Source: an optimization exercise on an open RTL-to-GDS flow (aim: small area, a short achievable clock period and few clock cycles per item). Production flows keep margins and buffers that such runs may drop.
Where RTL was checked, it was by simulation tests only, not by an equivalence proof against the original.
Power figures rest on the tool's default switching activity, not on a simulated workload.

==> inputs of 10-02 <==
==> flow/design.v <==
package soc_pkg;
  localparam int ADDR_W = 16;   
  localparam int DATA_W = 32;
  localparam int SEL_W  = DATA_W / 8;
  localparam int DECODE_W     = 4;   
  localparam int LMEM_WORDS   = 256;
  localparam int LMEM_IDX_W   = $clog2(LMEM_WORDS);
  localparam int LMEM_BYTE_AW = LMEM_IDX_W + $clog2(SEL_W);
  localparam logic [ADDR_W-1:0] UART_BASE       = 16'h8000;
  localparam logic [ADDR_W-1:0] UART_TXDATA_OFS = 16'h0000;
  localparam logic [ADDR_W-1:0] UART_STATUS_OFS = 16'h0004;   
  localparam int UART_CLKS_PER_BIT = 8;
  localparam int UART_FRAME_BITS   = 10;
  localparam int UART_CNT_W        = $clog2(UART_CLKS_PER_BIT);
  localparam int UART_BIT_CNT_W    = $clog2(UART_FRAME_BITS);
  typedef struct packed {
    logic              cyc;
    logic              stb;
    logic              we;
    logic [ADDR_W-1:0] adr;
    logic [DATA_W-1:0] dat;
    logic [SEL_W-1:0]  sel;
  } wb_req_t;
  typedef struct packed {
    logic              ack;
    logic              err;
    logic [DATA_W-1:0] dat;
  } wb_rsp_t;
  typedef enum logic [1:0] {
    REGION_LMEM,
    REGION_UART,
    REGION_NONE
  } region_e;
endpackage
module soc_fabric (
  input  logic             clk_i,
  input  logic             i_rst_n,
  input  soc_pkg::wb_req_t i_wb,
  output soc_pkg::wb_rsp_t o_wb,
  output soc_pkg::wb_req_t o_lmem_req,
  input  soc_pkg::wb_rsp_t i_lmem_rsp,
  output soc_pkg::wb_req_t o_uart_req,
  input  soc_pkg::wb_rsp_t i_uart_rsp
);
  soc_pkg::region_e region;
  logic             none_err;   
  logic [soc_pkg::DATA_W-1:0] dat_q;   
  always_comb begin
    if (i_wb.adr[soc_pkg::ADDR_W-1 -: soc_pkg::DECODE_W] ==
        soc_pkg::UART_BASE[soc_pkg::ADDR_W-1 -: soc_pkg::DECODE_W]) begin
      region = soc_pkg::REGION_UART;
    end else if (i_wb.adr[soc_pkg::ADDR_W-1:soc_pkg::LMEM_BYTE_AW] == '0) begin
      region = soc_pkg::REGION_LMEM;
    end else begin
      region = soc_pkg::REGION_NONE;
    end
  end
  always_comb begin
    o_lmem_req     = i_wb;
    o_uart_req     = i_wb;
    o_lmem_req.cyc = i_wb.cyc && (region == soc_pkg::REGION_LMEM);
    o_lmem_req.stb = i_wb.stb && (region == soc_pkg::REGION_LMEM);
    o_uart_req.cyc = i_wb.cyc && (region == soc_pkg::REGION_UART);
    o_uart_req.stb = i_wb.stb && (region == soc_pkg::REGION_UART);
  end
  always_ff @(posedge clk_i) begin
    if (!i_rst_n) begin
      none_err <= 1'b0;
    end else begin
      none_err <= i_wb.cyc && i_wb.stb && (region == soc_pkg::REGION_NONE) && !none_err;
    end
  end
  always_ff @(posedge clk_i) begin
    dat_q <= i_lmem_rsp.dat | i_uart_rsp.dat;
  end
  always_comb begin
    o_wb.ack = (i_wb.cyc && i_wb.stb && i_wb.we && (region == soc_pkg::REGION_LMEM)) |
               i_lmem_rsp.ack | i_uart_rsp.ack;
    o_wb.err = i_lmem_rsp.err | i_uart_rsp.err | none_err;
    o_wb.dat = dat_q;
  end
endmodule
module soc_lmem (
  input  logic             clk_i,
  input  logic             i_rst_n,
  input  soc_pkg::wb_req_t i_req,
  output soc_pkg::wb_rsp_t o_rsp
);
  logic [soc_pkg::DATA_W-1:0]     mem [soc_pkg::LMEM_WORDS];
  logic [soc_pkg::LMEM_IDX_W-1:0] idx;
  logic                           req;
  logic                           wr;
  logic                           rd_start;
  logic                           rd_q;
  assign idx      = i_req.adr[soc_pkg::LMEM_BYTE_AW-1:soc_pkg::LMEM_BYTE_AW-soc_pkg::LMEM_IDX_W];
  assign req      = i_req.cyc && i_req.stb;
  assign wr       = req && i_req.we;
  assign rd_start = req && !i_req.we && !rd_q;   
  always_ff @(posedge clk_i) begin
    if (!i_rst_n) begin
      rd_q <= 1'b0;
    end else begin
      rd_q <= rd_start;
    end
  end
  always_ff @(posedge clk_i) begin
    if (wr) begin
      for (int b = 0; b < soc_pkg::SEL_W; b++) begin
        if (i_req.sel[b]) mem[idx][b*8 +: 8] <= i_req.dat[b*8 +: 8];
      end
    end
  end
  always_comb begin
    o_rsp.ack = rd_q;   
    o_rsp.err = 1'b0;
    o_rsp.dat = mem[idx] & {soc_pkg::DATA_W{rd_start}};   
  end
endmodule
module soc_uart (
  input  logic             clk_i,
  input  logic             i_rst_n,
  input  soc_pkg::wb_req_t i_req,
  output soc_pkg::wb_rsp_t o_rsp,
  output logic             o_uart_tx
);
  logic [soc_pkg::ADDR_W-1:0]          ofs;
  logic                                is_tx;
  logic                                is_stat;
  logic                                req;
  logic                                accept_tx;
  logic                                read_ok;
  logic                                bad_req;
  logic                                ack_q;
  logic                                err_q;
  logic                                start_q;
  logic                                busy;
  logic [soc_pkg::UART_FRAME_BITS-1:0] frame;
  logic [soc_pkg::UART_CNT_W-1:0]      clk_cnt;
  logic [soc_pkg::UART_BIT_CNT_W-1:0]  bit_cnt;
  logic                                bit_end;
  logic                                busy_d;    
  logic                                tx_d;      
  logic                                tx_q;
  assign ofs     = {{soc_pkg::DECODE_W{1'b0}},
                    i_req.adr[soc_pkg::ADDR_W-soc_pkg::DECODE_W-1:0]};
  assign is_tx   = (ofs == soc_pkg::UART_TXDATA_OFS);
  assign is_stat = (ofs == soc_pkg::UART_STATUS_OFS);
  assign req     = i_req.cyc && i_req.stb && !ack_q && !err_q;
  assign accept_tx = req && i_req.we && is_tx && !busy && !start_q;
  assign read_ok   = req && !i_req.we && (is_tx || is_stat);
  assign bad_req   = req && ((i_req.we && is_stat) || !(is_tx || is_stat));
  assign bit_end   = (clk_cnt == soc_pkg::UART_CNT_W'(soc_pkg::UART_CLKS_PER_BIT - 1));
  always_ff @(posedge clk_i) begin
    if (!i_rst_n) begin
      ack_q <= 1'b0;
      err_q <= 1'b0;
    end else begin
      ack_q <= accept_tx || read_ok;
      err_q <= bad_req;
    end
  end
  always_ff @(posedge clk_i) begin
    if (!i_rst_n) begin
      start_q <= 1'b0;
      busy    <= 1'b0;
      clk_cnt <= '0;
      bit_cnt <= '0;
    end else begin
      start_q <= accept_tx;
      if (start_q) begin
        busy    <= 1'b1;
        clk_cnt <= '0;
        bit_cnt <= '0;
      end else if (busy) begin
        if (bit_end) begin
          clk_cnt <= '0;
          if (bit_cnt == soc_pkg::UART_BIT_CNT_W'(soc_pkg::UART_FRAME_BITS - 1)) begin
            busy <= 1'b0;   
          end else begin
            bit_cnt <= bit_cnt + 1'b1;
          end
        end else begin
          clk_cnt <= clk_cnt + 1'b1;
        end
      end
    end
  end
  always_ff @(posedge clk_i) begin
    if (accept_tx) begin
      frame <= {1'b1, i_req.dat[7:0], 1'b0};   
    end else if (busy && bit_end) begin
      frame <= {1'b1, frame[soc_pkg::UART_FRAME_BITS-1:1]};
    end
  end
  always_comb begin
    if (start_q) begin
      busy_d = 1'b1;
    end else if (busy && bit_end &&
                 bit_cnt == soc_pkg::UART_BIT_CNT_W'(soc_pkg::UART_FRAME_BITS - 1)) begin
      busy_d = 1'b0;
    end else begin
      busy_d = busy;
    end
    if (accept_tx) begin
      tx_d = 1'b0;   
    end else if (busy && bit_end) begin
      tx_d = frame[1];
    end else begin
      tx_d = frame[0];
    end
    tx_d = !busy_d || tx_d;
  end
  always_ff @(posedge clk_i) begin
    if (!i_rst_n) begin
      tx_q <= 1'b1;
    end else begin
      tx_q <= tx_d;
    end
  end
  assign o_uart_tx = tx_q;
  always_comb begin
    o_rsp.ack = ack_q;
    o_rsp.err = err_q;
    o_rsp.dat = {{(soc_pkg::DATA_W-1){1'b0}}, read_ok && is_stat && busy};
  end
endmodule
module soc_top (
  input  logic             clk_i,
  input  logic             i_rst_n,
  input  soc_pkg::wb_req_t i_wb,
  output soc_pkg::wb_rsp_t o_wb,
  output logic             o_uart_tx
);
  soc_pkg::wb_req_t lmem_req;
  soc_pkg::wb_rsp_t lmem_rsp;
  soc_pkg::wb_req_t uart_req;
  soc_pkg::wb_rsp_t uart_rsp;
  soc_fabric fabric (
    .clk_i     (clk_i),
    .i_rst_n   (i_rst_n),
    .i_wb      (i_wb),
    .o_wb      (o_wb),
    .o_lmem_req(lmem_req),
    .i_lmem_rsp(lmem_rsp),
    .o_uart_req(uart_req),
    .i_uart_rsp(uart_rsp)
  );
  soc_lmem lmem (
    .clk_i  (clk_i),
    .i_rst_n(i_rst_n),
    .i_req  (lmem_req),
    .o_rsp  (lmem_rsp)
  );
  soc_uart uart_core (
    .clk_i    (clk_i),
    .i_rst_n  (i_rst_n),
    .i_req    (uart_req),
    .o_rsp    (uart_rsp),
    .o_uart_tx(o_uart_tx)   
  );
endmodule
module soc_chip (
  input  logic        clk_i,
  input  logic        i_rst_n,
  input  logic        i_wb_cyc,
  input  logic        i_wb_stb,
  input  logic        i_wb_we,
  input  logic [15:0] i_wb_adr,
  input  logic [31:0] i_wb_dat,
  input  logic [3:0]  i_wb_sel,
  output logic        o_wb_ack,
  output logic        o_wb_err,
  output logic [31:0] o_wb_dat,
  output logic        o_uart_tx
);
  soc_pkg::wb_req_t wb_req;
  soc_pkg::wb_rsp_t wb_rsp;
  always_comb begin
    wb_req.cyc = i_wb_cyc;
    wb_req.stb = i_wb_stb;
    wb_req.we  = i_wb_we;
    wb_req.adr = i_wb_adr;
    wb_req.dat = i_wb_dat;
    wb_req.sel = i_wb_sel;
  end
  assign o_wb_ack = wb_rsp.ack;
  assign o_wb_err = wb_rsp.err;
  assign o_wb_dat = wb_rsp.dat;
  soc_top top (
    .clk_i    (clk_i),
    .i_rst_n  (i_rst_n),
    .i_wb     (wb_req),
    .o_wb     (wb_rsp),
    .o_uart_tx(o_uart_tx)
  );
endmodule
==> flow/run.sh <==
#!/bin/bash
# synth_recipe.tcl (not shown) runs the flow's synth.tcl, then flattens the netlist and writes it again
# the make line also repeats each setting of config.mk as NAME=value (left out here)
make -C /OpenROAD-flow-scripts/flow DESIGN_CONFIG=/design/flow/config.mk WORK_HOME=/design/flow/orfs CLKGATE_MAP_FILE= SYNTH_SCRIPT=/design/flow/synth_recipe.tcl finish
==> flow/config.mk <==
export PLATFORM = sky130hd
export DESIGN_NAME = soc_chip
export DESIGN_NICKNAME = soc_chip
export VERILOG_FILES = /design/flow/design.v
export SDC_FILE = /design/flow/constraint.sdc
export NUM_CORES = 4
export LEC_CHECK = 0
export CAP_MARGIN = 20
export CORE_MARGIN = 2
export CORE_UTILIZATION = 45
export CTS_CLUSTER_DIAMETER = 60
export CTS_CLUSTER_SIZE = 30
export PLACE_DENSITY = 0.6
export SETUP_SLACK_MARGIN = 3.95
export SLEW_MARGIN = 20
export SYNTH_MEMORY_MAX_BITS = 16384
==> flow/constraint.sdc <==
create_clock -name core_clock -period 8.0 [get_ports {clk_i}]
set_input_delay 1.6000 -clock core_clock [delete_from_list [all_inputs] [get_ports {clk_i}]]
set_output_delay 1.6000 -clock core_clock [all_outputs]
set_load 0.01 [all_outputs]
==> 01-04: changes against 10-02 <==
--- a/flow/design.v
+++ b/flow/design.v
@@ -75,6 +75,5 @@
   end
   always_comb begin
-    o_wb.ack = (i_wb.cyc && i_wb.stb && i_wb.we && (region == soc_pkg::REGION_LMEM)) |
-               i_lmem_rsp.ack | i_uart_rsp.ack;
+    o_wb.ack = i_lmem_rsp.ack | i_uart_rsp.ack;
     o_wb.err = i_lmem_rsp.err | i_uart_rsp.err | none_err;
     o_wb.dat = dat_q;
@@ -87,14 +86,18 @@
   output soc_pkg::wb_rsp_t o_rsp
 );
-  logic [soc_pkg::DATA_W-1:0]     mem [soc_pkg::LMEM_WORDS];
-  logic [soc_pkg::LMEM_IDX_W-1:0] idx;
-  logic                           req;
-  logic                           wr;
-  logic                           rd_start;
-  logic                           rd_q;
-  assign idx      = i_req.adr[soc_pkg::LMEM_BYTE_AW-1:soc_pkg::LMEM_BYTE_AW-soc_pkg::LMEM_IDX_W];
+  localparam int W  = soc_pkg::DATA_W;
+  localparam int NW = soc_pkg::LMEM_WORDS;
+  logic            req;
+  logic            wr;
+  logic            rd_start;
+  logic            rd_q;
+  logic [7:0]      idx;
+  logic [NW-1:0]   dec;          
+  logic [W-1:0]    word_q [NW];
+  logic [W-1:0]    rword;
   assign req      = i_req.cyc && i_req.stb;
   assign wr       = req && i_req.we;
   assign rd_start = req && !i_req.we && !rd_q;   
+  assign idx      = i_req.adr[9:2];
   always_ff @(posedge clk_i) begin
     if (!i_rst_n) begin
@@ -104,15 +107,21 @@
     end
   end
-  always_ff @(posedge clk_i) begin
-    if (wr) begin
-      for (int b = 0; b < soc_pkg::SEL_W; b++) begin
-        if (i_req.sel[b]) mem[idx][b*8 +: 8] <= i_req.dat[b*8 +: 8];
+  always_comb begin
+    for (int i = 0; i < NW; i++) dec[i] = (idx == 8'(i));
+  end
+  for (genvar i = 0; i < NW; i++) begin : g_word
+    for (genvar b = 0; b < soc_pkg::SEL_W; b++) begin : g_byte
+      always_ff @(posedge clk_i) begin
+        if (wr && dec[i] && i_req.sel[b]) word_q[i][b*8 +: 8] <= i_req.dat[b*8 +: 8];
       end
     end
   end
   always_comb begin
-    o_rsp.ack = rd_q;   
+    rword = word_q[idx];
+  end
+  always_comb begin
+    o_rsp.ack = wr || rd_q;
     o_rsp.err = 1'b0;
-    o_rsp.dat = mem[idx] & {soc_pkg::DATA_W{rd_start}};   
+    o_rsp.dat = rword & {W{rd_start}};
   end
 endmodule
--- a/flow/config.mk
+++ b/flow/config.mk
@@ -7,10 +7,11 @@
 export LEC_CHECK = 0
 export CAP_MARGIN = 20
+export CELL_PAD_IN_SITES_DETAIL_PLACEMENT = 1
 export CORE_MARGIN = 2
-export CORE_UTILIZATION = 45
+export CORE_UTILIZATION = 40
 export CTS_CLUSTER_DIAMETER = 60
 export CTS_CLUSTER_SIZE = 30
-export PLACE_DENSITY = 0.6
-export SETUP_SLACK_MARGIN = 3.95
+export PLACE_DENSITY = 0.55
+export SETUP_SLACK_MARGIN = 4.3
 export SLEW_MARGIN = 20
 export SYNTH_MEMORY_MAX_BITS = 16384
==> 04-06: changes against 10-02 <==
--- a/flow/design.v
+++ b/flow/design.v
@@ -46,4 +46,6 @@
   logic             none_err;   
   logic [soc_pkg::DATA_W-1:0] dat_q;   
+  logic             ack_q;      
+  logic             err_q;      
   always_comb begin
     if (i_wb.adr[soc_pkg::ADDR_W-1 -: soc_pkg::DECODE_W] ==
@@ -74,8 +76,17 @@
     dat_q <= i_lmem_rsp.dat | i_uart_rsp.dat;
   end
+  always_ff @(posedge clk_i) begin
+    if (!i_rst_n) begin
+      ack_q <= 1'b0;
+      err_q <= 1'b0;
+    end else begin
+      ack_q <= i_lmem_rsp.ack | i_uart_rsp.ack;
+      err_q <= i_lmem_rsp.err | i_uart_rsp.err |
+               (i_wb.cyc && i_wb.stb && (region == soc_pkg::REGION_NONE) && !none_err);
+    end
+  end
   always_comb begin
-    o_wb.ack = (i_wb.cyc && i_wb.stb && i_wb.we && (region == soc_pkg::REGION_LMEM)) |
-               i_lmem_rsp.ack | i_uart_rsp.ack;
-    o_wb.err = i_lmem_rsp.err | i_uart_rsp.err | none_err;
+    o_wb.ack = (i_wb.cyc && i_wb.stb && i_wb.we && (region == soc_pkg::REGION_LMEM)) | ack_q;
+    o_wb.err = err_q;
     o_wb.dat = dat_q;
   end
@@ -112,5 +123,5 @@
   end
   always_comb begin
-    o_rsp.ack = rd_q;   
+    o_rsp.ack = rd_start;   
     o_rsp.err = 1'b0;
     o_rsp.dat = mem[idx] & {soc_pkg::DATA_W{rd_start}};   
@@ -220,6 +231,6 @@
   assign o_uart_tx = tx_q;
   always_comb begin
-    o_rsp.ack = ack_q;
-    o_rsp.err = err_q;
+    o_rsp.ack = accept_tx || read_ok;
+    o_rsp.err = bad_req;
     o_rsp.dat = {{(soc_pkg::DATA_W-1){1'b0}}, read_ok && is_stat && busy};
   end
==> flow/flow/run.sh (new file) <==
#!/bin/bash
# The standard layout, with every port buffered by a plain buf_4 instead of the
# buffer the port buffering picks by itself (a slow clock-delay buffer on most
# ports). Make's output goes to standard.log; each ORFS step logs under orfs/logs.
set -euo pipefail
export BUFFER_PORTS_ARGS="-buffer_cell sky130_fd_sc_hd__buf_4"
bash standard.sh "BUFFER_PORTS_ARGS=$BUFFER_PORTS_ARGS" finish > standard.log 2>&1
==> flow/standard.sh (new file) <==
#!/bin/bash
# synth_recipe.tcl (not shown) runs the flow's synth.tcl, then flattens the netlist and writes it again
# the make line also repeats each setting of config.mk as NAME=value (left out here)
make -C /OpenROAD-flow-scripts/flow DESIGN_CONFIG=/design/flow/config.mk WORK_HOME=/design/flow/orfs CLKGATE_MAP_FILE= SYNTH_SCRIPT=/design/flow/synth_recipe.tcl "${@:-finish}"
removed: flow/run.sh
==> run summary <==
item	04-06	10-02	01-04
Startpoint of the tightest hold check path	top.fabric.none_err$_SDFF_PN0_	top.fabric.none_err$_SDFF_PN0_	-
Cell variety after synth	62	62	75
Path category of the worst min-delay check	reg -> reg	reg -> reg	-
Complex-gate fraction of the synthesized area	1.68%	1.65%	11.9%
Net switching share of the total power	23.7%	23.8%	-
Number of sequential cells in the layout	8,249	8,247	-
Layout clock buffer count	524	568	-
Data required time at the worst endpoint	8.70 ns	9.02 ns	-
Top power group	registers	registers	-
Number of filler cells placed in the layout	55.6k	55.1k	-
Effective utilization at floorplan	45.1%	45.1%	40.1%
Sum of routed wire length over all layers	1010 mm	1050 mm	-
Clock tree sinks	8,249	8,247	8,247
Highest clock frequency the design can meet	225 MHz	224 MHz	-
Area growth, synth to finish	11.3%	12.0%	-
Data arrival time of the critical path	5.14 ns	5.48 ns	-
Run status	finished with violations	no timing/DRC/antenna violations	aborted with a tool error
Stage where the flow stopped	-	-	5_1_grt
Layout check failures	max-slew violations	-	-
Count of non-CTS inverters in the layout	3	3	-
Final non-clock buffer share	2.06%	2.50%	-
TritonCTS clock tree	yes	yes	-
Fraction of area in multi-input gates	20.0%	19.7%	-
Testbench counts of 10-02, summed over its fixed seeds: cycles 5,739, items 4,096.
Testbench counts of 04-06, summed over its fixed seeds: cycles 5,739, items 4,096.
No functional check of the RTL was part of 01-04.

-- afterwards: timing with drivers on the ports --
How much do the figures lean on ideal ports? The routed layouts below were timed once more, with nothing changed but the port constraints.
Step 1: set_driving_cell puts a clkbuf_16 on clk_i and a buf_2 on each other input, an assumption about the parent block.
Step 2 times the ports against the registers' clock, not the clock port: input delays grow and output delays shrink by t, the midpoint of the rising clock arrivals with the driver on.
Slacks: ideal ports / drivers / drivers and shift; pairs: ideal ports / drivers.
run | shift t [ns] | setup WS [ns] | worst setup path after step 2 | latest minus earliest clock arrival (ns) | worst register clock-pin slew, ns
10-02 | 1.276 | 3.543 / 3.270 / 1.994 | input to register | 0.082 / 0.083 | 0.11 / 0.11
04-06 | 1.254 | 3.556 / 3.600 / 2.345 | input to register | 0.089 / 0.089 | 0.11 / 0.11
For 10-02, which loses most, drivers alone change the setup slack by -0.273 ns; drivers and shift together by -1.549 ns.
